From an optimization exercise on the open Yosys and OpenROAD flow, aimed at small area, a short achievable clock period and few clock cycles per item; shortcuts taken in it are not production practice. At most, simulation tests tie the RTL to the original design; equivalence was not proved. Power and IR drop assume default switching activity.

Setup of v6:
==> module bst_engine_top, before the edit <==
module bst_engine_top (
    input  logic              aclk,
    input  logic              aresetn,
    input  logic              req_valid,
    output logic              req_ready,
    input  logic [47:0]       req,
    output logic              cpl_valid,
    input  logic              cpl_ready,
    output logic [32:0]       cpl
);
    localparam int N  = bst_pkg::NODE_COUNT;
    localparam int TW = bst_pkg::TOKEN_WIDTH;
    localparam int PW = bst_pkg::PAYLOAD_WIDTH;
    logic [TW-1:0] tok [N];
    logic [PW-1:0] pay [N];
    logic [N-1:0]  dead;     
    logic [N-1:0]  used;     
    logic          p_ins;    
    logic          p_dup;    
    logic [N-1:0]  mq0, mq1;     
    logic [1:0]    mq_cnt;
    logic          c_v;
    logic [PW:0]   c_q;
    logic          n_rdy;
    logic          fire, ins_fire, srch_fire, any;
    logic [N-1:0]  wsel, newest, live, match;
    logic          c_free, pop;
    logic [PW-1:0] sel_pay;
    assign req_ready = !n_rdy;
    assign cpl_valid = c_v;
    assign cpl       = c_q;
    assign fire      = req_valid && !n_rdy;
    assign ins_fire  = fire && (req[47:40] == 8'd1);
    assign srch_fire = fire && (req[47:40] == 8'd2);
    always_comb begin
        for (int i = 0; i < N; i++) begin
            wsel[i]   = ((i == 0) ? 1'b1 : used[i-1]) && !used[i];
            newest[i] = used[i] && ((i == N-1) ? 1'b1 : !used[i+1]);
            live[i]   = used[i] && ((p_ins && newest[i]) ? !p_dup : !dead[i]);
        end
    end
    always_comb begin
        for (int i = 0; i < N; i++)
            match[i] = live[i] && (tok[i] == req[39:32]);
    end
    assign any = |match;
    always_ff @(posedge aclk) begin
        for (int i = 0; i < N; i++) begin
            if (wsel[i]) begin
                tok[i] <= req[39:32];
                pay[i] <= req[31:0];
            end
            if (p_ins && newest[i]) dead[i] <= p_dup;
        end
    end
    always_ff @(posedge aclk) begin
        p_dup <= any;
    end
    always_ff @(posedge aclk or negedge aresetn) begin
        if (!aresetn) begin
            used  <= '0;
            p_ins <= 1'b0;
        end else begin
            if (ins_fire) used <= {used[N-2:0], 1'b1};
            p_ins <= ins_fire && !used[N-1];
        end
    end
    assign c_free = !c_v || cpl_ready;
    assign pop    = c_free && (mq_cnt != 2'd0);
    always_ff @(posedge aclk) begin
        if (mq_cnt == 2'd0 || pop) mq0 <= mq_cnt[1] ? mq1 : match;
        if (mq_cnt == 2'd1)        mq1 <= match;
    end
    always_ff @(posedge aclk or negedge aresetn) begin
        if (!aresetn) begin
            mq_cnt <= 2'd0;
            c_v    <= 1'b0;
            n_rdy  <= 1'b0;
        end else begin
            case (mq_cnt)
                2'd0:    mq_cnt <= srch_fire ? 2'd1 : 2'd0;
                2'd1:    mq_cnt <= (srch_fire == pop) ? 2'd1 : (srch_fire ? 2'd2 : 2'd0);
                default: mq_cnt <= pop ? 2'd1 : 2'd2;
            endcase
            n_rdy  <= (mq_cnt[1] && !pop) || (mq_cnt == 2'd1 && srch_fire && !pop);
            c_v    <= pop || (c_v && !cpl_ready);
        end
    end
    always_comb begin
        sel_pay = '0;
        for (int i = 0; i < N; i++)
            sel_pay = sel_pay | (pay[i] & {PW{mq0[i]}});
    end
    always_ff @(posedge aclk) begin
        if (c_free) c_q <= {sel_pay, ~|mq0};
    end
endmodule
==> flow/config.mk <==
export PLATFORM = sky130hd
export DESIGN_NAME = bst_engine_top
export DESIGN_NICKNAME = bst_engine_top
export VERILOG_FILES = /design/flow/design.v
export SDC_FILE = /design/flow/constraint.sdc
export NUM_CORES = 4
export LEC_CHECK = 0
export ABC_CLOCK_PERIOD_IN_PS = 1500
export CAP_MARGIN = 20
export CORE_MARGIN = 2
export CORE_UTILIZATION = 60
export CTS_CLUSTER_DIAMETER = 150
export CTS_CLUSTER_SIZE = 25
export SETUP_SLACK_MARGIN = 2.0
export SLEW_MARGIN = 20
==> flow/constraint.sdc <==
create_clock -name core_clock -period 4.0 [get_ports {aclk}]
set_input_delay 0.8000 -clock core_clock [delete_from_list [all_inputs] [get_ports {aclk}]]
set_output_delay 0.8000 -clock core_clock [all_outputs]
set_load 0.01 [all_outputs]
standard.sh (not shown) runs the stock make flow with config.mk's settings and CLKGATE_MAP_FILE= SYNTH_SCRIPT=/design/flow/synth_recipe.tcl, a recipe that flattens the netlist after the stock synthesis.
==> flow/flow/run.sh <==
#!/bin/bash
# The standard layout, with faster port buffers.
set -euo pipefail
bash standard.sh "BUFFER_PORTS_ARGS=-buffer_cell sky130_fd_sc_hd__buf_4" finish > standard.log 2>&1
No stage failed in v6, and the final checks on the layout all came back clean.
Testbench counts of v6, summed over its fixed seeds: cycles 12,672, items 12,288.
Input changes introduced in v7 (baseline for comparison: v6):
==> flow/design.v, changed modules only <==
module bst_engine_top (
    input  logic              aclk,
    input  logic              aresetn,
    input  logic              req_valid,
    output logic              req_ready,
    input  logic [47:0]       req,
    output logic              cpl_valid,
    input  logic              cpl_ready,
    output logic [32:0]       cpl
);
    localparam int N  = bst_pkg::NODE_COUNT;
    localparam int TW = bst_pkg::TOKEN_WIDTH;
    localparam int PW = bst_pkg::PAYLOAD_WIDTH;
    logic [TW-1:0] tok [N];
    logic [PW-1:0] pay [N];
    logic [N-1:0]  dead;     
    logic [N:0]    nxt;      
    logic          p_ins;    
    logic          p_dup;    
    logic [N-1:0]  mq0, mq1;     
    logic [1:0]    mq_cnt;
    logic          c_v;
    logic [PW:0]   c_q, c_h;    
    logic          n_rdy;
    logic          fire, ins_fire, srch_fire, any;
    logic [N-1:0]  used, newest, live, match;
    logic          c_free, pop;
    logic [PW-1:0] sel_pay;
    assign req_ready = !n_rdy;
    assign cpl_valid = c_v;
    assign cpl       = c_q;
    assign fire      = req_valid && !n_rdy;
    assign ins_fire  = fire && (req[47:40] == 8'd1);
    assign srch_fire = fire && (req[47:40] == 8'd2);
    always_comb begin
        used[N-1] = nxt[N];
        for (int i = N-2; i >= 0; i--)
            used[i] = used[i+1] || nxt[i+1];
        for (int i = 0; i < N; i++) begin
            newest[i] = nxt[i+1];
            live[i]   = used[i] && ((p_ins && newest[i]) ? !p_dup : !dead[i]);
        end
    end
    always_comb begin
        for (int i = 0; i < N; i++)
            match[i] = live[i] && (tok[i] == req[39:32]);
    end
    assign any = |match;
    always_ff @(posedge aclk) begin
        for (int i = 0; i < N; i++) begin
            if (nxt[i]) begin
                tok[i] <= req[39:32];
                pay[i] <= req[31:0];
            end
            if (p_ins && newest[i]) dead[i] <= p_dup;
        end
    end
    always_ff @(posedge aclk) begin
        p_dup <= any;
    end
    always_ff @(posedge aclk or negedge aresetn) begin
        if (!aresetn) begin
            nxt   <= (N+1)'(1);
            p_ins <= 1'b0;
        end else begin
            if (ins_fire && !nxt[N]) nxt <= {nxt[N-1:0], 1'b0};
            p_ins <= ins_fire && !nxt[N];
        end
    end
    assign c_free = !c_v || cpl_ready;
    assign pop    = c_free && (mq_cnt != 2'd0);
    always_ff @(posedge aclk) begin
        if (mq_cnt == 2'd0 || pop) mq0 <= mq_cnt[1] ? mq1 : match;
        if (mq_cnt == 2'd1)        mq1 <= match;
    end
    always_ff @(posedge aclk or negedge aresetn) begin
        if (!aresetn) begin
            mq_cnt <= 2'd0;
            c_v    <= 1'b0;
            n_rdy  <= 1'b0;
        end else begin
            case (mq_cnt)
                2'd0:    mq_cnt <= srch_fire ? 2'd1 : 2'd0;
                2'd1:    mq_cnt <= (srch_fire == pop) ? 2'd1 : (srch_fire ? 2'd2 : 2'd0);
                default: mq_cnt <= pop ? 2'd1 : 2'd2;
            endcase
            n_rdy  <= (mq_cnt[1] && !pop) || (mq_cnt == 2'd1 && srch_fire && !pop);
            c_v    <= pop || (c_v && !cpl_ready);
        end
    end
    always_comb begin
        sel_pay = '0;
        for (int i = 0; i < N; i++)
            sel_pay = sel_pay | (pay[i] & {PW{mq0[i]}});
    end
    always_ff @(posedge aclk) begin
        c_q <= c_free ? {sel_pay, ~|mq0} : c_h;
        if (pop) c_h <= {sel_pay, ~|mq0};
    end
endmodule
[summary]
Result for v7 and v6: all clean. NOTE routed wire length v6->v7 increased by a few percent. v7 vs v6 — wire length of the first global-routing pass climbed by a few percent. Fraction of area in registers: higher on v6. Final standard cell area without fillers (v7 over v6): increase, about 5.4%. Of the two values seen for library cell contributing the largest single delay on the critical path, sky130_fd_sc_hd__edfxtp_1 was produced by v6 and sky130_fd_sc_hd__dfrtp_2 by v7. In terms of combinational share of power, v7 and v6 differ only marginally.
No functional check of the RTL was part of v7.

## re-timing with driven ports
The flow's constraints put no driver on any port. The routed layouts listed below were extracted and timed again, unchanged, in two steps. Step 1, drivers: a clkbuf_16 drives aclk and a buf_2 each remaining input, both assumed. Step 2 also shifts input and output timing later by t, the mid clock arrival at the registers, as if the neighbouring blocks saw the same clock. Slacks: ideal ports / drivers / drivers and shift; pairs: ideal ports / drivers.
| run | shift t [ns] | setup slack, ns | worst setup path at the end |
|---|---|---|---|
| v6 | 0.626 | 2.000 / 1.942 / 1.587 | input to register |
| v7 | 0.627 | 1.791 / 1.791 / 1.368 | input to register |
After both steps every run listed still meets setup and hold. The setup slack of v7, which loses most, moves by 0.000 ns with the drivers and by -0.423 ns with both steps.
